This is an optimization exercise on Yosys and OpenROAD, whose aim is small area, a short achievable clock period and few clock cycles, not a production implementation.
Function was checked by simulation only, so behaviour that the tests miss may differ from the original.
Power is estimated from default activity; no workload was simulated.

[flow/run.sh]
#!/bin/bash
# synth_recipe.tcl (not shown) runs the flow's synth.tcl, then flattens the netlist and writes it again
# the make line also repeats each setting of config.mk as NAME=value (left out here)
make -C /OpenROAD-flow-scripts/flow DESIGN_CONFIG=/design/flow/config.mk WORK_HOME=/design/flow/orfs CLKGATE_MAP_FILE= SYNTH_SCRIPT=/design/flow/synth_recipe.tcl finish
[flow/config.mk]
export PLATFORM = sky130hd
export DESIGN_NAME = bankers_safe_grant
export DESIGN_NICKNAME = bankers_safe_grant
export VERILOG_FILES = /design/flow/design.v
export SDC_FILE = /design/flow/constraint.sdc
export NUM_CORES = 4
export LEC_CHECK = 0
export ABC_AREA = 1
export CAP_MARGIN = 20
export CORE_MARGIN = 2
export CORE_UTILIZATION = 65
export SETUP_SLACK_MARGIN = 5
export SLEW_MARGIN = 20
export TNS_END_PERCENT = 5
[flow/constraint.sdc]
create_clock -name core_clock -period 11.0 [get_ports {clk_i}]
set_input_delay 2.2000 -clock core_clock [delete_from_list [all_inputs] [get_ports {clk_i}]]
set_output_delay 2.2000 -clock core_clock [all_outputs]
set_load 0.01 [all_outputs]
[flow/design.v]
package bsg_pkg;
  localparam int PROCESSES  = 8;
  localparam int RESOURCES  = 4;
  localparam int AMOUNT_W   = 16;
  localparam int PROC_W     = 3;
  localparam int SUM_W      = AMOUNT_W + $clog2(PROCESSES + 1);
  localparam int CFG_IDX_W  = 2;
  localparam int CFG_DATA_W = 4;
  localparam logic [1:0] ACT_LOAD_AVAIL = 2'd0;
  localparam logic [1:0] ACT_LOAD_MAX   = 2'd1;
  localparam logic [1:0] ACT_LOAD_ALLOC = 2'd2;
  localparam logic [1:0] ACT_REQUEST    = 2'd3;
  localparam logic [2:0] ST_GRANTED = 3'd0;
  localparam logic [2:0] ST_CLAIM   = 3'd1;
  localparam logic [2:0] ST_AVAIL   = 3'd2;
  localparam logic [2:0] ST_UNSAFE  = 3'd3;
  localparam logic [2:0] ST_LOADED  = 3'd4;
  localparam logic [CFG_IDX_W-1:0] REG_PROCS = 2'd0;
  localparam logic [CFG_IDX_W-1:0] REG_RES   = 2'd1;
endpackage
module bsg_lane (
  input  logic [bsg_pkg::AMOUNT_W:0]   need_i,      
  input  logic [bsg_pkg::AMOUNT_W-1:0] alloc_i,     
  input  logic [bsg_pkg::AMOUNT_W-1:0] avail_i,
  input  logic [bsg_pkg::AMOUNT_W-1:0] amt_i,
  input  logic [bsg_pkg::AMOUNT_W-1:0] req_amt_i,   
  input  logic                         rb_i,        
  input  logic                         round_i,     
  input  logic                         ld_max_i,
  input  logic                         ld_alloc_i,
  input  logic                         req_i,
  output logic [bsg_pkg::AMOUNT_W:0]   need_w_o,
  output logic [bsg_pkg::AMOUNT_W-1:0] alloc_w_o,
  output logic [bsg_pkg::AMOUNT_W-1:0] avail_w_o,
  output logic                         claim_o,     
  output logic                         short_o,     
  output logic                         fitp_o,      
  input  logic [bsg_pkg::PROCESSES*bsg_pkg::AMOUNT_W-1:0]     col_alloc_i,
  input  logic [bsg_pkg::PROCESSES*(bsg_pkg::AMOUNT_W+1)-1:0] col_need_i,
  input  logic [bsg_pkg::PROCESSES-1:0] col_nv_i,    
  input  logic [bsg_pkg::PROCESSES-1:0] fit_q_i,
  input  logic [bsg_pkg::AMOUNT_W-1:0]  work_q_i,
  input  logic                          ov_q_i,
  input  logic                          en_i,
  output logic [bsg_pkg::AMOUNT_W-1:0]  work_o,      
  output logic                          ov_o,
  output logic [bsg_pkg::PROCESSES-1:0] cmp_o
);
  localparam int AW = bsg_pkg::AMOUNT_W;
  localparam int NP = bsg_pkg::PROCESSES;
  localparam int SW = bsg_pkg::SUM_W;
  function automatic logic le(input logic [AW-1:0] a, input logic [AW-1:0] b);
    logic [AW-1:0] g, l;
    g = a & ~b;
    l = ~a & b;
    for (int n = AW; n > 1; n = n / 2) begin
      for (int k = 0; k < n / 2; k++) begin
        g[k] = g[2*k+1] | (!l[2*k+1] & g[2*k]);
        l[k] = l[2*k+1] | (!g[2*k+1] & l[2*k]);
      end
    end
    le = !g[0];
  endfunction
  logic          use_n, use_a, neg_a, neg_x;
  logic [AW:0]   na, nb, nc, ns, nk;
  assign use_n = rb_i || !ld_max_i;
  assign use_a = !rb_i && (ld_max_i || ld_alloc_i);
  assign neg_a = !rb_i && ld_max_i;
  assign neg_x = !rb_i && !ld_max_i;
  assign na = use_n ? need_i : '0;
  assign nb = use_a ? ({1'b0, alloc_i} ^ {(AW+1){neg_a}}) : '0;
  assign nc = {1'b0, amt_i} ^ {(AW+1){neg_x}};
  assign ns = na ^ nb ^ nc;
  assign nk = {(na[AW-1:0] & nb[AW-1:0]) | (na[AW-1:0] & nc[AW-1:0]) | (nb[AW-1:0] & nc[AW-1:0]),
               neg_a || neg_x};
  assign need_w_o = ns + nk;
  logic [AW-1:0] aa;
  logic [AW:0]   at;
  assign aa = (rb_i || req_i) ? alloc_i : '0;
  assign at = {aa, 1'b1} + {amt_i ^ {AW{rb_i}}, rb_i};
  assign alloc_w_o = at[AW:1];
  logic [AW-1:0] va;
  logic [AW:0]   vt;
  logic          sub_v;
  assign sub_v = req_i && !rb_i;
  assign va = (rb_i || req_i) ? avail_i : '0;
  assign vt = {va, 1'b1} + {amt_i ^ {AW{sub_v}}, sub_v};
  assign avail_w_o = vt[AW:1];
  logic [AW-1:0] work0;
  assign work0   = avail_i - req_amt_i;
  assign claim_o = need_i[AW] || !le(req_amt_i, need_i[AW-1:0]);
  assign short_o = !le(req_amt_i, avail_i);
  assign fitp_o  = need_i[AW] || le(need_i[AW-1:0], avail_i);
  function automatic logic [2*SW-1:0] csa(input logic [SW-1:0] x, input logic [SW-1:0] y,
                                          input logic [SW-1:0] z);
    logic [SW-1:0] maj;
    maj = (x & y) | (x & z) | (y & z);
    csa = {x ^ y ^ z, maj[SW-2:0], 1'b0};
  endfunction
  logic [SW-1:0] op [NP+1];
  logic [SW-1:0] l1 [6];
  logic [SW-1:0] l2 [4];
  logic [SW-1:0] l3 [2];
  logic [SW-1:0] l4 [2];
  logic [SW-1:0] sum;
  always_comb begin
    op[0] = SW'(work_q_i);
    for (int i = 0; i < NP; i++) op[i+1] = SW'(col_alloc_i[i*AW +: AW] & {AW{fit_q_i[i]}});
    {l1[0], l1[1]} = csa(op[0], op[1], op[2]);
    {l1[2], l1[3]} = csa(op[3], op[4], op[5]);
    {l1[4], l1[5]} = csa(op[6], op[7], op[8]);
    {l2[0], l2[1]} = csa(l1[0], l1[1], l1[2]);
    {l2[2], l2[3]} = csa(l1[3], l1[4], l1[5]);
    {l3[0], l3[1]} = csa(l2[0], l2[1], l2[2]);
    {l4[0], l4[1]} = csa(l3[0], l3[1], l2[3]);
  end
  assign sum = l4[0] + l4[1];
  assign work_o = round_i ? sum[AW-1:0] : work0;
  assign ov_o   = round_i && (ov_q_i || (sum[SW-1:AW] != '0));
  logic [AW-1:0] tgt;
  logic          tov;
  assign tgt = round_i ? work_q_i : work0;
  assign tov = round_i && ov_q_i;
  for (genvar i = 0; i < NP; i++) begin : g_cmp
    logic [AW:0] nd;
    assign nd = col_need_i[i*(AW+1) +: AW+1];
    assign cmp_o[i] = !en_i || tov || !col_nv_i[i] || nd[AW] || le(nd[AW-1:0], tgt);
  end
endmodule
module bsg_merge (
  input  logic [bsg_pkg::RESOURCES-1:0] claim_i,
  input  logic [bsg_pkg::RESOURCES-1:0] short_i,
  input  logic [bsg_pkg::RESOURCES-1:0] en_i,
  output logic [2:0]                    fail_o
);
  localparam int RESOURCES = bsg_pkg::RESOURCES;
  always_comb begin
    fail_o = bsg_pkg::ST_GRANTED;
    for (int r = RESOURCES - 1; r >= 0; r--) begin
      if (en_i[r]) begin
        if (claim_i[r])      fail_o = bsg_pkg::ST_CLAIM;
        else if (short_i[r]) fail_o = bsg_pkg::ST_AVAIL;
      end
    end
  end
endmodule
module bankers_safe_grant (
  input  logic                            clk_i,
  input  logic                            rst_ni,
  input  logic                            start,
  output logic                            busy,
  input  logic [68:0]                     in_i,
  output logic                            done_o,
  output logic [3:0]                      res_o,
  input  logic                            cfg_valid_i,
  output logic                            cfg_ready_o,
  input  logic [bsg_pkg::CFG_IDX_W-1:0]   cfg_index_i,
  input  logic [bsg_pkg::CFG_DATA_W-1:0]  cfg_data_i
);
  localparam int NP = bsg_pkg::PROCESSES;
  localparam int NR = bsg_pkg::RESOURCES;
  localparam int AW = bsg_pkg::AMOUNT_W;
  localparam int PW = bsg_pkg::PROC_W;
  logic        a_v_q;
  logic [68:0] a_q;
  logic [NP-1:0] asel_q;    
  logic            b_q;
  logic [NP-1:0]   bsel_q;    
  logic [AW-1:0]   breq_q  [NR];
  logic [AW-1:0]   work_q  [NR];
  logic [NR-1:0]   ov_q;
  logic [NP-1:0]   fit_q;
  logic [NP-1:0]   fin_q;
  logic [NP-1:0]   np_q;
  logic [NR-1:0]   nr_q;
  logic [AW-1:0]   avail_q [NR];
  logic [AW-1:0]   alloc_q [NP][NR];
  logic [AW:0]     need_q  [NP][NR];
  logic [NR-1:0]   vv_q;
  logic [NR-1:0]   va_q    [NP];
  logic [NR-1:0]   vn_q    [NP];
  logic [AW-1:0]   avail_rd [NR];
  logic            done_q;
  logic [3:0]      res_q;
  logic          issue;
  logic [1:0]    act;
  logic [PW-1:0] p;
  logic          is_req, ld_avail, ld_max, ld_alloc;
  logic [NP-1:0] row_q;     
  logic [NP-1:0] asel_n, bsel_n;
  logic [AW:0]   need_row  [NR];
  logic [AW-1:0] alloc_row [NR];
  logic [AW-1:0] amt     [NR];
  logic [AW:0]   need_w  [NR];
  logic [AW-1:0] alloc_w [NR];
  logic [AW-1:0] avail_w [NR];
  logic [NR-1:0] claim, short, fitp;
  logic [AW-1:0] work    [NR];
  logic [NR-1:0] ov;
  logic [NP-1:0] cmp     [NR];
  logic [2:0]    fail;
  logic [NP-1:0] fit, fin_base;
  logic          all_fin, none_fit, p_ok, pass, wr_req;
  assign busy        = a_v_q && b_q;
  assign issue       = a_v_q && !b_q;
  assign cfg_ready_o = 1'b1;
  assign done_o      = done_q;
  assign res_o       = res_q;
  assign act      = a_q[68:67];
  assign p        = a_q[66:64];
  assign is_req   = act == bsg_pkg::ACT_REQUEST;
  assign ld_avail = act == bsg_pkg::ACT_LOAD_AVAIL;
  assign ld_max   = act == bsg_pkg::ACT_LOAD_MAX;
  assign ld_alloc = act == bsg_pkg::ACT_LOAD_ALLOC;
  always_comb begin
    for (int i = 0; i < NP; i++) asel_n[i] = busy ? asel_q[i] : in_i[66:64] == PW'(i);
  end
  assign bsel_n   = issue ? asel_q : bsel_q;
  for (genvar r = 0; r < NR; r++) begin : g_lane
    logic [NP*AW-1:0]     col_alloc;
    logic [NP*(AW+1)-1:0] col_need;
    logic [NP-1:0]        col_nv;
    for (genvar i = 0; i < NP; i++) begin : g_col
      assign col_alloc[i*AW +: AW]         = alloc_q[i][r] & {AW{va_q[i][r]}};
      assign col_need[i*(AW+1) +: AW+1]    = need_q[i][r];
      assign col_nv[i]                     = vn_q[i][r];
    end
    always_comb begin
      need_row[r]  = '0;
      alloc_row[r] = '0;
      for (int i = 0; i < NP; i++) begin
        need_row[r]  = need_row[r]  | (need_q[i][r]  & {(AW+1){row_q[i] && vn_q[i][r]}});
        alloc_row[r] = alloc_row[r] | (alloc_q[i][r] & {AW{row_q[i] && va_q[i][r]}});
      end
    end
    assign avail_rd[r] = avail_q[r] & {AW{vv_q[r]}};
    assign amt[r] = b_q ? breq_q[r] : a_q[63-16*r -: 16];
    bsg_lane u_lane (
      .need_i      (need_row[r]),
      .alloc_i     (alloc_row[r]),
      .avail_i     (avail_rd[r]),
      .amt_i       (amt[r]),
      .req_amt_i   (a_q[63-16*r -: 16]),
      .rb_i        (b_q),
      .round_i     (b_q),
      .ld_max_i    (ld_max),
      .ld_alloc_i  (ld_alloc),
      .req_i       (is_req),
      .need_w_o    (need_w[r]),
      .alloc_w_o   (alloc_w[r]),
      .avail_w_o   (avail_w[r]),
      .claim_o     (claim[r]),
      .short_o     (short[r]),
      .fitp_o      (fitp[r]),
      .col_alloc_i (col_alloc),
      .col_need_i  (col_need),
      .col_nv_i    (col_nv),
      .fit_q_i     (fit_q),
      .work_q_i    (work_q[r]),
      .ov_q_i      (ov_q[r]),
      .en_i        (nr_q[r]),
      .work_o      (work[r]),
      .ov_o        (ov[r]),
      .cmp_o       (cmp[r])
    );
  end
  bsg_merge u_merge (
    .claim_i (claim),
    .short_i (short),
    .en_i    (nr_q),
    .fail_o  (fail)
  );
  always_comb begin
    for (int i = 0; i < NP; i++) begin
      if (!b_q && asel_q[i]) fit[i] = np_q[i] && &(fitp | ~nr_q);
      else fit[i] = (b_q ? !fin_q[i] : np_q[i]) && cmp[0][i] && cmp[1][i] && cmp[2][i] && cmp[3][i];
    end
  end
  assign fin_base  = b_q ? fin_q : ~np_q;
  assign all_fin   = &(fin_base | fit);
  assign none_fit  = fit == '0 && !(b_q && fit_q != '0);
  assign p_ok      = |(np_q & asel_q);
  assign pass      = issue && is_req && p_ok && fail == bsg_pkg::ST_GRANTED;
  assign wr_req    = (pass && (all_fin || !none_fit)) || (b_q && !all_fin && none_fit);
  always_ff @(posedge clk_i or negedge rst_ni) begin
    if (!rst_ni) begin
      a_v_q  <= 1'b0;
      b_q    <= 1'b0;
      done_q <= 1'b0;
      res_q  <= '0;
      np_q   <= '1;
      nr_q   <= '1;
      vv_q   <= '0;
      for (int i = 0; i < NP; i++) begin
        va_q[i] <= '0;
        vn_q[i] <= '0;
      end
    end else begin
      if (!busy) a_v_q <= start;
      if (cfg_valid_i) begin
        if (cfg_index_i == bsg_pkg::REG_PROCS) begin
          for (int i = 0; i < NP; i++) np_q[i] <= 4'(i) < cfg_data_i;
        end else if (cfg_index_i == bsg_pkg::REG_RES) begin
          for (int r = 0; r < NR; r++) nr_q[r] <= 3'(r) < cfg_data_i[2:0];
        end
      end
      done_q <= 1'b0;
      if (issue) begin
        if (!is_req) begin
          done_q <= 1'b1;
          res_q  <= {1'b0, bsg_pkg::ST_LOADED};
        end else if (!p_ok) begin
          done_q <= 1'b1;
          res_q  <= {1'b0, bsg_pkg::ST_CLAIM};
        end else if (fail != bsg_pkg::ST_GRANTED) begin
          done_q <= 1'b1;
          res_q  <= {1'b0, fail};
        end else if (all_fin) begin
          done_q <= 1'b1;
          res_q  <= {1'b1, bsg_pkg::ST_GRANTED};
        end else if (none_fit) begin
          done_q <= 1'b1;
          res_q  <= {1'b0, bsg_pkg::ST_UNSAFE};
        end
      end
      if (b_q) begin
        if (all_fin) begin
          done_q <= 1'b1;
          res_q  <= {1'b1, bsg_pkg::ST_GRANTED};
        end else if (none_fit) begin
          done_q <= 1'b1;
          res_q  <= {1'b0, bsg_pkg::ST_UNSAFE};
        end
      end
      if (issue) b_q <= pass && !all_fin && !none_fit;
      else if (b_q) b_q <= !all_fin && !none_fit;
      for (int r = 0; r < NR; r++) begin
        if ((issue && ld_avail) || (wr_req && nr_q[r]))
          vv_q[r] <= 1'b1;
        for (int i = 0; i < NP; i++) begin
          if (row_q[i]) begin
            if ((issue && ld_alloc) || (wr_req && nr_q[r]))
              va_q[i][r] <= 1'b1;
            if ((issue && (ld_max || ld_alloc)) || (wr_req && nr_q[r]))
              vn_q[i][r] <= 1'b1;
          end
        end
      end
    end
  end
  always_ff @(posedge clk_i) begin
    for (int r = 0; r < NR; r++) begin
      if ((issue && ld_avail) || (wr_req && nr_q[r]))
        avail_q[r] <= avail_w[r];
      for (int i = 0; i < NP; i++) begin
        if (row_q[i]) begin
          if ((issue && ld_alloc) || (wr_req && nr_q[r]))
            alloc_q[i][r] <= alloc_w[r];
          if ((issue && (ld_max || ld_alloc)) || (wr_req && nr_q[r]))
            need_q[i][r] <= need_w[r];
        end
      end
    end
    if (!busy) a_q <= in_i;
    asel_q <= asel_n;
    bsel_q <= bsel_n;
    row_q  <= ((pass || b_q) && !all_fin && !none_fit) ? bsel_n : asel_n;
    if (issue) begin
      for (int r = 0; r < NR; r++) breq_q[r] <= a_q[63-16*r -: 16];
    end
    if (issue || b_q) begin
      fit_q <= fit;
      fin_q <= fin_base | fit;
      for (int r = 0; r < NR; r++) begin
        work_q[r] <= work[r];
        ov_q[r]   <= ov[r];
      end
    end
  end
endmodule
==> summary.txt <==
[logic make-up after synthesis]
logic type / Yosys count / synth area share [%]
compound gates: 1884 / 11.0
xor+xnor: 319 / 2.76
fa+ha+maj: 909 / 15.0
buf+inv: 2297 / 8.90
flops: 1445 / 42.3
mux: 2 / 0.0198
other cells: 1 / 0.00371
simple gates: 4627 / 20.0
[placed cells by master (no fill, tap or decap), drive strengths merged, types with 31 or more instances in the layout]
master,synthesis,final
a21oi,614,614
a221oi,153,153
a31oi,43,43
buf,124,193
clkbuf,155,205
clkdlybuf4s50,0,83
clkinv,11,73
clkinvlp,0,90
dfrtp,75,75
edfxtp,1334,1334
fa,510,510
ha,389,389
inv,2007,1934
nand2,2760,2760
nand3,621,621
nand3b,38,38
nand4,44,44
nor2,950,950
nor3,145,145
o21a,31,31
o21ai,580,580
o21bai,49,49
o22ai,259,259
or2,37,37
xnor2,39,39
xor2,280,280
[per-stage QoR]
stage | total power, mW | setup slack (ns) | hold slack [ns] | std cells
floorplan | 13.2 | 5.04 | 0.438 | 11500
global placement | 15.9 | 4.03 | 0.453 | 13400
detailed placement | 16.2 | 3.94 | 0.458 | 13400
CTS | 22.1 | 4.78 | 0.474 | 13800
global route | 23.5 | 4.57 | 0.490 | 13800
finish | 22.5 | 4.77 | 0.471 | 13800
[worst max-delay path, delay by kind of cell, from the launching register on]
family          cells  cell delay, ns
flops               1            0.45
compound gates      4            1.55
simple gates       17            2.94
buf+inv             2            0.87
[how the worst max path moves through the flow]
stage                         from                 endpoint  slack (ns)  cells past startpoint
2_1_floorplan   fit_q[3]$_DFFE_PP_        ov_q[3]$_DFFE_PP_        5.04                     28
3_3_place_gp    fit_q[0]$_DFFE_PP_        ov_q[3]$_DFFE_PP_        4.03                     27
3_5_place_dp    fit_q[0]$_DFFE_PP_        ov_q[3]$_DFFE_PP_        3.94                     27
4_1_cts        vv_q[2]$_DFFE_PN0P_  need_q[14][7]$_DFFE_PP_        4.78                     31
5_1_grt         fit_q[7]$_DFFE_PP_        ov_q[1]$_DFFE_PP_        4.57                     28
6_report          row_q[0]$_DFF_P_   need_q[9][1]$_DFFE_PP_        4.77                     23
[power breakdown]
group / leakage [nW] / switching [mW] / total, mW / internal (mW)
logic: 35.4 / 6.50 / 9.68 / 3.18
clock network: 2.59 / 2.41 / 5.59 / 3.17
registers: 13.4 / 0.260 / 7.20 / 6.94
[metal layers]
| layer | global-route usage, % | share of wire [%] |
|---|---|---|
| met1 | 56.8 | 36 |
| met2 | 66.9 | 44 |
| met3 | 11.1 | 13 |
| met4 | 26.3 | 7.3 |
| met5 | 0 | 0.0065 |
[registers in the layout (all words and copies together), names as in the netlist]
register  count
alloc_q     512
bsel_q        8
done_q        1
avail_q      64
work_q       64
a_q          66
breq_q       64
va_q         32
fit_q         8
row_q         8
vv_q          4
ov_q          4
need_q      544
b_q           1
fin_q         8
asel_q        8
np_q          8
nr_q          4
res_q         4
vn_q         32
a_v_q         1
[Yosys cell counts, types with 48 or more instances]
cell type	count
a21oi_1	609
dfrtp_1	75
nand2_1	2589
inv_1	1946
fa_1	510
nor3_1	145
o21ai_0	488
inv_2	61
nand2_2	71
ha_1	389
o21ai_1	86
o22ai_1	259
edfxtp_1	1334
nand3_1	579
nor2_1	934
clkbuf_1	155
xor2_1	280
o21bai_1	48
a221oi_1	142
nand2_4	86
[timing repair]
action | in CTS | in global routing
pin swaps | 12 | 2
endpoints found under the setup margin | 1329 | 1445
setup buffers | 89 | 28
endpoints found under the hold margin | 0 | 0
resized for setup | 232 | 65
gates cloned | 2 | 1
[area by class of cell]
class | instances | share of cell area, %
Clock buffer | 203 | 3.92
Clock inverter | 94 | 0.841
Multi-Input combinational cell | 7742 | 44.8
Inverter | 2018 | 7.12
Sequential cell | 1445 | 38.4
Timing Repair Buffer | 280 | 2.66
Antenna cell | 4 | 0.00898
Tap cell | 2044 | 2.30
==> summary.md <==
| Metric | Value |
|---|---|
| WL/cell | 25.4 um |
| Crit start category | flop |
| Top Ports | 86 |
| Crit path max fanout | 17 |
| DP Area | 0.104 mm^2 |
| First-pass GRT wire length | 516,000 um |
| Slowest stage cell, crit path | a221oi_1 |
| CTS tree | done |
| Total GRT Usage | 43.9% |
| Worst-margin pin slew | 1.26 ns |
| Ys Warns | 35 |
| Post-synth EDFFs | 1,334 |
| Multi-input logic area | 0.0499 mm^2 |
| Peak VDD IR | 0.000191 V |
| Crit path capture type | flop |
| Initial antenna violation count | 7 |
| Port bufs | 84 |
| Iteration-0 DRC Markers | 12.0k |
| Share of post-route cells with drive strength above 1 | 8.64% |
| Hold path endpoint | bsel_q[6]$_DFF_P_ |
| Synth unique cells | 75 |
| CTS Root Cell | clkbuf_16 |
| Max-slew headroom | 16.1% |
| Nets@finish | 12.6k |
| RR Endpoint | need_q[9][1]$_DFFE_PP_ |
| Mapped Area | 0.101 mm^2 |
| Final setup vio count | 0 |
| CTS H-tree depth | 4 |
| Pwr dens | 202 mW/mm^2 |
| Crit path cell chain | nand2_1, inv_1, a221oi_1, nand2_1, nor2_1, o21ai_0, a21oi_1, nand2_1, o211ai_1, nand3_1, nand3_1, nand2_1, nand2_1, nand2_1, nand2_1, nand4_1, nor2_1, nand2_4, nand2_8, nand2_8, nand2_8, nand2_4, inv_2 |
| Reg-to-reg startpoint | row_q[0]$_DFF_P_ |
| Hold path depth | 2 |
| Most used cell, CP | nand2_1 |
| Min-delay src | bsel_q[6]$_DFF_P_ |
| GP Congestion | 1.01 |
| Core area | 0.154 mm^2 |
| Wirelength, routed | 352,000 um |
| CP peak stage delay | 1.13 ns |
| DP HPWL | 255,000 um |
| Vias per cell | 6.31 |
| P&R area growth vs syn | 10.2% |
| Critical path class | flop to flop |
| R2R depth | 23 |
| Final core occ | 72.2% |
| Syn nets | 12.5k |
| Fraction of registers with async set/reset | 6.02% |
| Unrepaired setup endpoints after global routing | true |
| Synth top area cells | edfxtp_1 40%, fa_1 10%, nand2_1 9.6% |
| Clk latency of the worst-skew pair | 0.82 ns |
| Count of final hold-check violations | 0 |
| Area leader, netlist | edfxtp_1 |
| Static leakage | 51.4 nW |
| Clock Path Buffers | 3 |
| Gr ovfl total | 0 |
| Setup Skew | 0.0315 ns |
| Reg-to-reg setup timing slack | 4.77 ns |
| Largest net degree at the start of global routing | 128 |
| DRC | 0 |
| Vias | 87.2k |
| Fillers | 11.5k |
| Sequential share of the synthesized area | 42.3% |
| Fin. max-slew vios | 0 |
| Mean Syn Cell Area | 8.80 um^2 |
| Final instance area | 0.111 mm^2 |
| Share of the synthesized area in the top cell type | 39.6% |
| Crit share post-route | 56.6% |
| Post-route ant nets | 0 |
| Clk sinks | 1,445 |
| Seq. cell area | 0.0428 mm^2 |
| Width of the die | 398 um |
| Cells after synthesis | 11.5k |
| Clock transition at path regs | 0.06 ns |
| Starting Density | 65.6% |
| Critical path required time | 11.44 ns |
| Max Clock Freq | 161 MHz |
| Worst hold path class | flop to flop |
| Setup TNS | 0 ns |
| DRT Pass-1 Iters | 9 |
| Worst path arrival time | 6.67 ns |
| FF+latch count, synth | 1,445 |
| Min cycle time layout | 6.23 ns |
| Ys flop type | edfxtp_1 |
| Die area | 0.159 mm^2 |
| Status | complete, no violations |
| CTS buffer count | 164 |
| Max-Cap Viols | 0 |
| FP Rows | 144 |
| Die Height | 398 um |
| CTS hold repair buffers | 0 |
| Vias in the first global route | 85.4k |
Testbench counts, summed over its fixed seeds: cycles 11,988.

re-timing with driven ports:
In the flow no input, the clock included, has a driving cell. The finished layout below was timed again as built, in two steps.
Step 1 sets driving cells, clkbuf_16 on the clock port and buf_2 on the other inputs (assumed; they add their load-dependent delay and slew).
Step 2 adds t to the input delays and takes it off the output delays; t is the mean of the earliest and latest rising clock arrival at the registers after step 1. Input paths then give back, and output paths get back, about the clock's delay inside the block.
Slacks: ideal ports / drivers / drivers and shift; pairs: ideal ports / drivers.
t (ns): 0.900
setup slack, ns: 4.771 / 4.771 / 4.771
hold slack, ns: 0.471 / 0.471 / 0.471
worst setup path at the end: register to register
After both steps setup and hold are still met in this run. For this run, drivers alone change the setup slack by 0.000 ns; drivers and shift together by 0.000 ns.
